What follows belongs to an exercise in optimizing a design on an open flow for small area; a production flow would make more cautious choices.
For this run, only the layout was checked, not whether the RTL still works.
Power and IR drop assume default switching activity.

$ cat flow/design.v
module apb_inbuf_stream_ctrl #(
    parameter int unsigned BUS_AW     = 8,
    parameter int unsigned BUS_DW     = 32,
    parameter int unsigned CH_NUM     = 128,
    parameter int unsigned OUT_MULT   = 9,
    parameter int unsigned IB_SRAM_AW = 10,
    parameter int unsigned FIFO_DEPTH = 4
) (
    input  logic                         clk_i,
    input  logic                         rst_n_i,
    input  logic [BUS_AW-1:0]            apb_paddr_s,
    input  logic                         apb_pwrite_s,
    input  logic                         apb_psel_s,
    input  logic                         apb_penable_s,
    input  logic [BUS_DW-1:0]            apb_pwdata_s,
    output logic [BUS_DW-1:0]            apb_prdata_s,
    output logic                         apb_pready_s,
    output logic [CH_NUM-1:0]            inbuf_din_o,
    output logic                         inbuf_din_vld_o,
    input  logic                         inbuf_din_rdy_i,
    output logic                         inbuf_sop_o,
    output logic                         inbuf_hsync_o,
    output logic [IB_SRAM_AW-1:0]        inbuf_start_waddr_o,
    input  logic [CH_NUM*OUT_MULT-1:0]   inbuf_dout_i,
    input  logic                         inbuf_dout_vld_i,
    output logic                         inbuf_dout_rdy_o,
    output logic [7:0]                   inbuf_pic_size_o,
    output logic [3:0]                   inbuf_mode_o,
    output logic                         inbuf_padding_o,
    output logic                         inbuf_cmd_vld_o,
    input  logic                         inbuf_cmd_rdy_i
);
    localparam int unsigned DOUT_W = CH_NUM * OUT_MULT;
    localparam int unsigned N_IN   = CH_NUM / BUS_DW;
    localparam int unsigned N_OUT  = DOUT_W / BUS_DW;
    localparam int unsigned IN_IW  = (N_IN > 1) ? $clog2(N_IN) : 1;
    localparam int unsigned OUT_IW = (N_OUT > 1) ? $clog2(N_OUT) : 1;
    localparam int unsigned PW     = $clog2(FIFO_DEPTH);
    localparam logic [2:0] ADDR_DIN    = 3'd0;
    localparam logic [2:0] ADDR_FLAGS  = 3'd1;
    localparam logic [2:0] ADDR_WADDR  = 3'd2;
    localparam logic [2:0] ADDR_CMD    = 3'd3;
    localparam logic [2:0] ADDR_STATUS = 3'd4;
    localparam logic [2:0] ADDR_DOUT   = 3'd5;
    localparam logic [2:0] ADDR_CTRL   = 3'd6;
    logic [CH_NUM+1:0]     mem_q [FIFO_DEPTH];
    logic [PW:0]           wptr_q, rptr_q, count;
    logic [CH_NUM-1:0]     din_buf_q, push_word;
    logic [IN_IW-1:0]      din_idx_q;
    logic [1:0]            flags_q;
    logic [IB_SRAM_AW-1:0] waddr_q;
    logic [12:0]           cmd_q;
    logic                  cmd_vld_q;
    logic [DOUT_W-1:0]     cap_q;
    logic                  captured_q;
    logic [OUT_IW-1:0]     dout_idx_q;
    logic [CH_NUM+1:0]     head;
    logic [31:0]           status;
    logic [2:0]            addr_idx;
    logic rd, wr, full, empty, din_final, din_wr, push, pop, flush, capture, dout_rd, dout_last;
    logic unused_bits;
    assign unused_bits = ^{apb_paddr_s[BUS_AW-1:5], apb_paddr_s[1:0], apb_pwdata_s};
    assign addr_idx  = apb_paddr_s[4:2];
    assign rd        = apb_psel_s & apb_penable_s & ~apb_pwrite_s;
    assign wr        = apb_psel_s & apb_penable_s & apb_pwrite_s;
    assign count     = wptr_q - rptr_q;
    assign full      = (count == (PW+1)'(FIFO_DEPTH));
    assign empty     = (count == '0);
    assign din_final = (din_idx_q == IN_IW'(N_IN - 1));
    assign apb_pready_s = !(wr && addr_idx == ADDR_DIN && din_final && full);
    assign din_wr    = wr && addr_idx == ADDR_DIN && apb_pready_s;
    assign push      = din_wr && din_final;
    assign pop       = ~empty & inbuf_din_rdy_i;
    assign flush     = wr && addr_idx == ADDR_CTRL && apb_pwdata_s[0];
    assign capture   = inbuf_dout_vld_i & ~captured_q;
    assign dout_rd   = rd && addr_idx == ADDR_DOUT && captured_q;
    assign dout_last = (dout_idx_q == OUT_IW'(N_OUT - 1));
    always_comb begin
        push_word = din_buf_q;
        push_word[CH_NUM-BUS_DW +: BUS_DW] = apb_pwdata_s;
    end
    always_ff @(posedge clk_i or negedge rst_n_i) begin
        if (!rst_n_i) begin
            wptr_q <= '0;
            rptr_q <= '0;
            for (int unsigned i = 0; i < FIFO_DEPTH; i++) mem_q[i] <= '0;
        end else if (flush) begin
            wptr_q <= '0;
            rptr_q <= '0;
        end else begin
            if (push) begin
                mem_q[wptr_q[PW-1:0]] <= {flags_q[1], flags_q[0], push_word};
                wptr_q <= wptr_q + 1'b1;
            end
            if (pop) rptr_q <= rptr_q + 1'b1;
        end
    end
    always_ff @(posedge clk_i or negedge rst_n_i) begin
        if (!rst_n_i) begin
            din_buf_q <= '0;
            din_idx_q <= '0;
            flags_q   <= '0;
        end else if (flush) begin
            din_idx_q <= '0;
            flags_q   <= '0;
        end else if (din_wr) begin
            din_buf_q[int'(din_idx_q) * BUS_DW +: BUS_DW] <= apb_pwdata_s;
            din_idx_q <= din_final ? '0 : din_idx_q + 1'b1;
            if (push) flags_q <= '0;
        end else if (wr && addr_idx == ADDR_FLAGS) begin
            flags_q <= apb_pwdata_s[1:0];
        end
    end
    always_ff @(posedge clk_i or negedge rst_n_i) begin
        if (!rst_n_i) begin
            waddr_q   <= '0;
            cmd_q     <= '0;
            cmd_vld_q <= 1'b0;
        end else begin
            if (wr && addr_idx == ADDR_WADDR) waddr_q <= apb_pwdata_s[IB_SRAM_AW-1:0];
            if (wr && addr_idx == ADDR_CMD && !cmd_vld_q) begin
                cmd_q     <= apb_pwdata_s[12:0];
                cmd_vld_q <= apb_pwdata_s[31];
            end else if (cmd_vld_q && inbuf_cmd_rdy_i) begin
                cmd_vld_q <= 1'b0;
            end
        end
    end
    always_ff @(posedge clk_i or negedge rst_n_i) begin
        if (!rst_n_i) begin
            cap_q      <= '0;
            captured_q <= 1'b0;
            dout_idx_q <= '0;
        end else if (flush) begin
            captured_q <= 1'b0;
            dout_idx_q <= '0;
        end else if (capture) begin
            cap_q      <= inbuf_dout_i;
            captured_q <= 1'b1;
        end else if (dout_rd) begin
            captured_q <= !dout_last;
            dout_idx_q <= dout_last ? '0 : dout_idx_q + 1'b1;
        end
    end
    always_comb begin
        status        = '0;
        status[0]     = full;
        status[1]     = empty;
        status[2]     = cmd_vld_q;
        status[3]     = captured_q;
        status[14:8]  = 7'(count);
        status[23:16] = 8'(din_idx_q);
        status[31:24] = 8'(dout_idx_q);
    end
    always_comb begin
        apb_prdata_s = '0;
        if (rd) begin
            case (addr_idx)
                ADDR_FLAGS:  apb_prdata_s[1:0] = flags_q;
                ADDR_WADDR:  apb_prdata_s[IB_SRAM_AW-1:0] = waddr_q;
                ADDR_CMD:    apb_prdata_s[12:0] = cmd_q;
                ADDR_STATUS: apb_prdata_s = BUS_DW'(status);
                ADDR_DOUT: begin
                    if (captured_q) apb_prdata_s = cap_q[int'(dout_idx_q) * BUS_DW +: BUS_DW];
                end
                default:     apb_prdata_s = '0;
            endcase
        end
    end
    assign head                = mem_q[rptr_q[PW-1:0]];
    assign inbuf_din_o         = head[CH_NUM-1:0];
    assign inbuf_din_vld_o     = ~empty;
    assign inbuf_sop_o         = head[CH_NUM] & ~empty;
    assign inbuf_hsync_o       = head[CH_NUM+1] & ~empty;
    assign inbuf_start_waddr_o = waddr_q;
    assign inbuf_dout_rdy_o    = ~captured_q;
    assign inbuf_pic_size_o    = cmd_q[7:0];
    assign inbuf_mode_o        = cmd_q[11:8];
    assign inbuf_padding_o     = cmd_q[12];
    assign inbuf_cmd_vld_o     = cmd_vld_q;
endmodule
$ cat flow/run.sh
#!/bin/bash
# synth_recipe.tcl (not shown) runs the flow's synth.tcl, then flattens the netlist and writes it again
# the make line also repeats each setting of config.mk as NAME=value (left out here)
make -C /OpenROAD-flow-scripts/flow DESIGN_CONFIG=/design/flow/config.mk WORK_HOME=/design/flow/orfs CLKGATE_MAP_FILE= SYNTH_SCRIPT=/design/flow/synth_recipe.tcl finish
$ cat flow/config.mk
export PLATFORM = sky130hd
export DESIGN_NAME = apb_inbuf_stream_ctrl
export DESIGN_NICKNAME = apb_inbuf_stream_ctrl
export VERILOG_FILES = /design/flow/design.v
export SDC_FILE = /design/flow/constraint.sdc
export NUM_CORES = 4
export LEC_CHECK = 0
export CAP_MARGIN = 20
export CORE_MARGIN = 2
export CORE_UTILIZATION = 40
export SETUP_SLACK_MARGIN = 0.2
export SLEW_MARGIN = 20
$ cat flow/constraint.sdc
create_clock -name core_clock -period 10.0 [get_ports {clk_i}]
set_input_delay 2.0000 -clock core_clock [delete_from_list [all_inputs] [get_ports {clk_i}]]
set_output_delay 2.0000 -clock core_clock [all_outputs]
set_load 0.01 [all_outputs]
==> summary.md <==
| Metric | Value |
|---|---|
| Syn avg cell area | roughly 15 um2 |
| CTS Buffer Depth | 3 |
| Critical path peak fanout | 23 |
| CP bufs+invs | 2 |
| Largest family of logic cells by synthesized area | multiplexers |
| Register area share after synthesis | between 50% and 60% |
| Worst Setup SP | apb_paddr_s[2] |
| Area leader, netlist | dfrtp_1 |
| Most numerous cell on the critical path | clkdlybuf4s50_1 |
| Adder-cell share of the synthesized area | 0.2385% |
| Register bit total from synthesis | roughly 1800 |
| Total Power | approximately 0.028 W |
| Reg2reg path depth | 8 |
| Post-Synth XOR/XNOR Area | 0.07032% |
| Hold Path Class | register to register |
| Async SR Flop Fraction | 100.0% |
| Largest cells by area after synthesis | dfrtp_1, mux2_2, mux2_4 |
| Critical Path Source Type | primary input |
| Max_cap viols | 0 |
| Levels on crit path | 6 |
| I/O Buffers | approximately 1400 |
| Drt pass-1 iters | 9 |
| Initial DRC count | between 5000 and 6000 |
| Crit path capture type | output port |
| Final WL | 358.5 mm |
| CTS hold repair buffers | 0 |
| CTS sink cnt | roughly 1800 |
| Worst-Skew Late Latency | around 0.86 ns |
| Commonest cells after routing, fill and taps aside | dfrtp_1, mux2_2, clkdlybuf4s50_1, mux2i_1, mux2_4 |
| Num CTS Buffers | 200 |
| RSZ-0062 raised after global routing | no |
| CTS tree | yes |
| Least-Margin Pin Slew | 1.291 ns |
| Max IR drop VDD | ~250 uV |
| WP data required | 8.00 ns |
| Post-synth top area share | 55.31% |
| Leak Pwr | about 45 nW |
| # setup viols final | 0 |
| R2R Path End | mem_q[1][120]$_DFFE_PN0P_ |
| Final min period | ~7.7 ns |
| Critical-path cell list | clkdlybuf4s50_1 > nand3_1 > nor2_1 > nand2_1 > o221ai_1 > clkdlybuf4s50_1 |
| Wire per inst | approximately 38 um |
| Fin. max-slew vios | 0 |
| Top FF cell, synth | dfrtp_1 |
| Htree depth | 4 |
| Clk pin slew, worst setup/hold paths | roughly 0.060 ns |
| Worst Skew | about 0.043 ns |
| Cell Rows | between 150 and 200 |
| Grt total ovfl | 0 |
| Fillers | roughly 17000 |
| Register-to-register setup slack | slightly below 6 ns |
| Setup TNS | 0 ns |
| Yosys warning total | 2 |
| Post-synthesis mux area share | around 34% |
| Post-DRT Antenna Nets | 0 |
| Post-synth EDFFs | 0 |
| Largest net degree at the start of global routing | between 150 and 200 |
| Most common cell after layout, fill and taps aside | dfrtp_1 |
| Cell family with most CP delay | buffers and inverters |
| Detailed placement HPWL | about 270 mm |
| Post-CTS sizing | 0 |
| Layout area overhead | 28.16% |
| Critical path type | primary input to output port |
| Mapped Nets | 6558 |
| Relative slew slack | 13.96% |
| Vias in the first global route | between 50000 and 60000 |
| Post-synthesis simple-gate area fraction | 1.220% |
| Synth cell types | 64 |
| FMAX | between 0.1 and 0.15 GHz |
| Critical Path End | apb_prdata_s[4] |
| Die Width | about 460 um |
| DRC viols | 0 |
| Io pins | about 1400 |
| Worst Path Arrival | around 5.7 ns |
| Synth Instances | between 5000 and 6000 |
| Share of cells above drive strength 1 | 35.05% |
| RePlAce Congestion | approximately 0.92 |
| Outcome | timing/DRC/antenna clean |
| Slowest stage delay, CP | about 1.2 ns |
| Synth Area in Compound Gates | just over 5% |
| First-pass GRT wire length | just under 500 mm |
| Final Hold Viols | 0 |
| Die Ht | approximately 460 um |
| Power Density | between 200 and 300 mW/mm2 |
| Crit Reg-Reg Startpoint | rptr_q[0]$_DFFE_PN0P_ |
| Die area | between 0.2 and 0.25 mm2 |
| Setup repair bufs after CTS | 0 |
| Final Cycle Share | a little under 80% |
| Nets@finish | roughly 7800 |
| Initial Util | between 40% and 50% |
| GRT Resource Usage Total | between 30% and 40% |
| Placeable Area | about 0.20 mm2 |
| Cell area after synthesis | 0.08185 mm2 |
| Initial antenna violation count | 245 |
| CP max stage cell | clkdlybuf4s50_1 |
| Root Driver | clkbuf_16 |
| Drt via density | around 5.7 |
| Vias | around 55000 |
final cells by class:
| type | instances | area, um2 | area share, % |
|---|---|---|---|
| diodes | 88 | 220.2 | 0.2099 |
| clock buffers | 301 | 6000 | 5.719 |
| clock inverters | 66 | 954.7 | 0.9101 |
| inverters | 139 | 521.8 | 0.4974 |
| multi-input cells | 2985 | 33720 | 32.15 |
| flip-flops and latches | 1809 | 45290 | 43.17 |
| well taps | 2688 | 3363 | 3.206 |
| repair buffers | 1481 | 14830 | 14.14 |
Yosys cell counts (10+ instances only):
cell type and count:
dfrtp_1 1809, mux2_2 1436, mux2i_1 324, mux2_4 300
mux4_2 188, clkbuf_1 154, buf_2 146, inv_1 139
a222oi_1 130, nand2_1 112, a22o_1 71, o21ai_0 43
buf_4 39, a211oi_1 37, o221ai_1 36, o22ai_1 35
buf_12 33, buf_1 28, nor2_1 28, a21oi_1 27
a221o_1 22, a221oi_1 22, a22oi_1 22, o211ai_1 21
ha_1 14, nand3_1 13, nor2b_1 13, a31oi_1 11
buf_6 10
worst reg2reg max path, stage by stage (launching register included):
cell     delay (ns)
dfrtp_1        0.48
ha_1           0.24
fa_1           0.56
nand3_1        0.11
o211a_1        0.36
and2_4         0.29
nand2_8        0.76
buf_4          0.77
mux2_4         0.41
logic make-up (layout without fill, tap and decap cells):
kind of cell             after synthesis  after routing
multiplexers                        2248           2248
AO/OA/AOI/OAI                        511            511
XOR/XNOR                               5              5
flip-flops                          1809           1809
AND/OR/NAND/NOR                      206            206
buffers and inverters                549           1987
other                                  0             88
adder cells (fa/ha/maj)               15             15
worst min-delay path by stage:
stage	slack, ns	cells after the start	start	to
2_1_floorplan	0.47	1	cap_q[30]$_DFFE_PN0P_	cap_q[30]$_DFFE_PN0P_
3_3_place_gp	0.48	1	cap_q[30]$_DFFE_PN0P_	cap_q[30]$_DFFE_PN0P_
3_5_place_dp	0.49	1	cap_q[30]$_DFFE_PN0P_	cap_q[30]$_DFFE_PN0P_
4_1_cts	0.50	1	cap_q[30]$_DFFE_PN0P_	cap_q[30]$_DFFE_PN0P_
5_1_grt	0.51	1	mem_q[0][2]$_DFFE_PN0P_	mem_q[0][2]$_DFFE_PN0P_
6_report	0.50	1	cap_q[834]$_DFFE_PN0P_	cap_q[834]$_DFFE_PN0P_
state kept, by name, indices dropped and copies added, names as in the netlist:
| name | count |
|---|---|
| cmd_q | 13 |
| rptr_q | 3 |
| captured_q | 1 |
| mem_q | 520 |
| flags_q | 2 |
| dout_idx_q | 6 |
| cap_q | 1152 |
| din_idx_q | 2 |
| din_buf_q | 96 |
| waddr_q | 10 |
| cmd_vld_q | 1 |
| wptr_q | 3 |
report_power, final:
part           internal (W)  switching, W  total (W)
registers           0.00981       0.00169     0.0115
logic               0.00455       0.00438    0.00893
clock network       0.00463       0.00319    0.00782
stage by stage:
stage               std cells  hold slack [ns]  util [%]  setup WS [ns]  area, um2
detailed placement       9101           0.4883     47.90          2.330      97690
floorplan                5343           0.4727         -          4.482      81850
finish                   9557           0.5015     51.43          2.283     104900
global placement         9100           0.4843     47.89          2.331      97680
CTS                      9468           0.5023     51.31          2.286     104600
global route             9517           0.5131     51.38          2.185     104800
per-layer routing:
metal  up-vias  GRT usage, %  share of wire, %
met5         -             0              0.29
met3       685         12.01               9.4
li1      22640             -                 -
met2      2256         53.80                47
met4       164         16.28               5.2
met1     29180         41.13                38

what the ideal ports hide:
The results above use ideal ports. As a check the final layout listed here was re-extracted and re-timed, cells and wires unchanged. Step 1 assumes that a clkbuf_16 drives the clock port and a buf_2 every other input. Step 2 adds t to the input delays and takes it off the output delays; t is the mean of the earliest and latest rising clock arrival at the registers after step 1. Input paths then give back, and output paths get back, about the clock's delay inside the block. Three values: no drivers, after step 1, after step 2; two values: the first two.
t (ns): 0.940
setup slack, ns: 2.283 / 2.115 / 2.115
worst setup path after step 2: input to output
slew at the worst register clock pin (ns): 0.07 / 0.07
After both steps setup and hold are still met in this run. For this run, drivers alone change the setup slack by -0.168 ns; drivers and shift together by -0.168 ns.
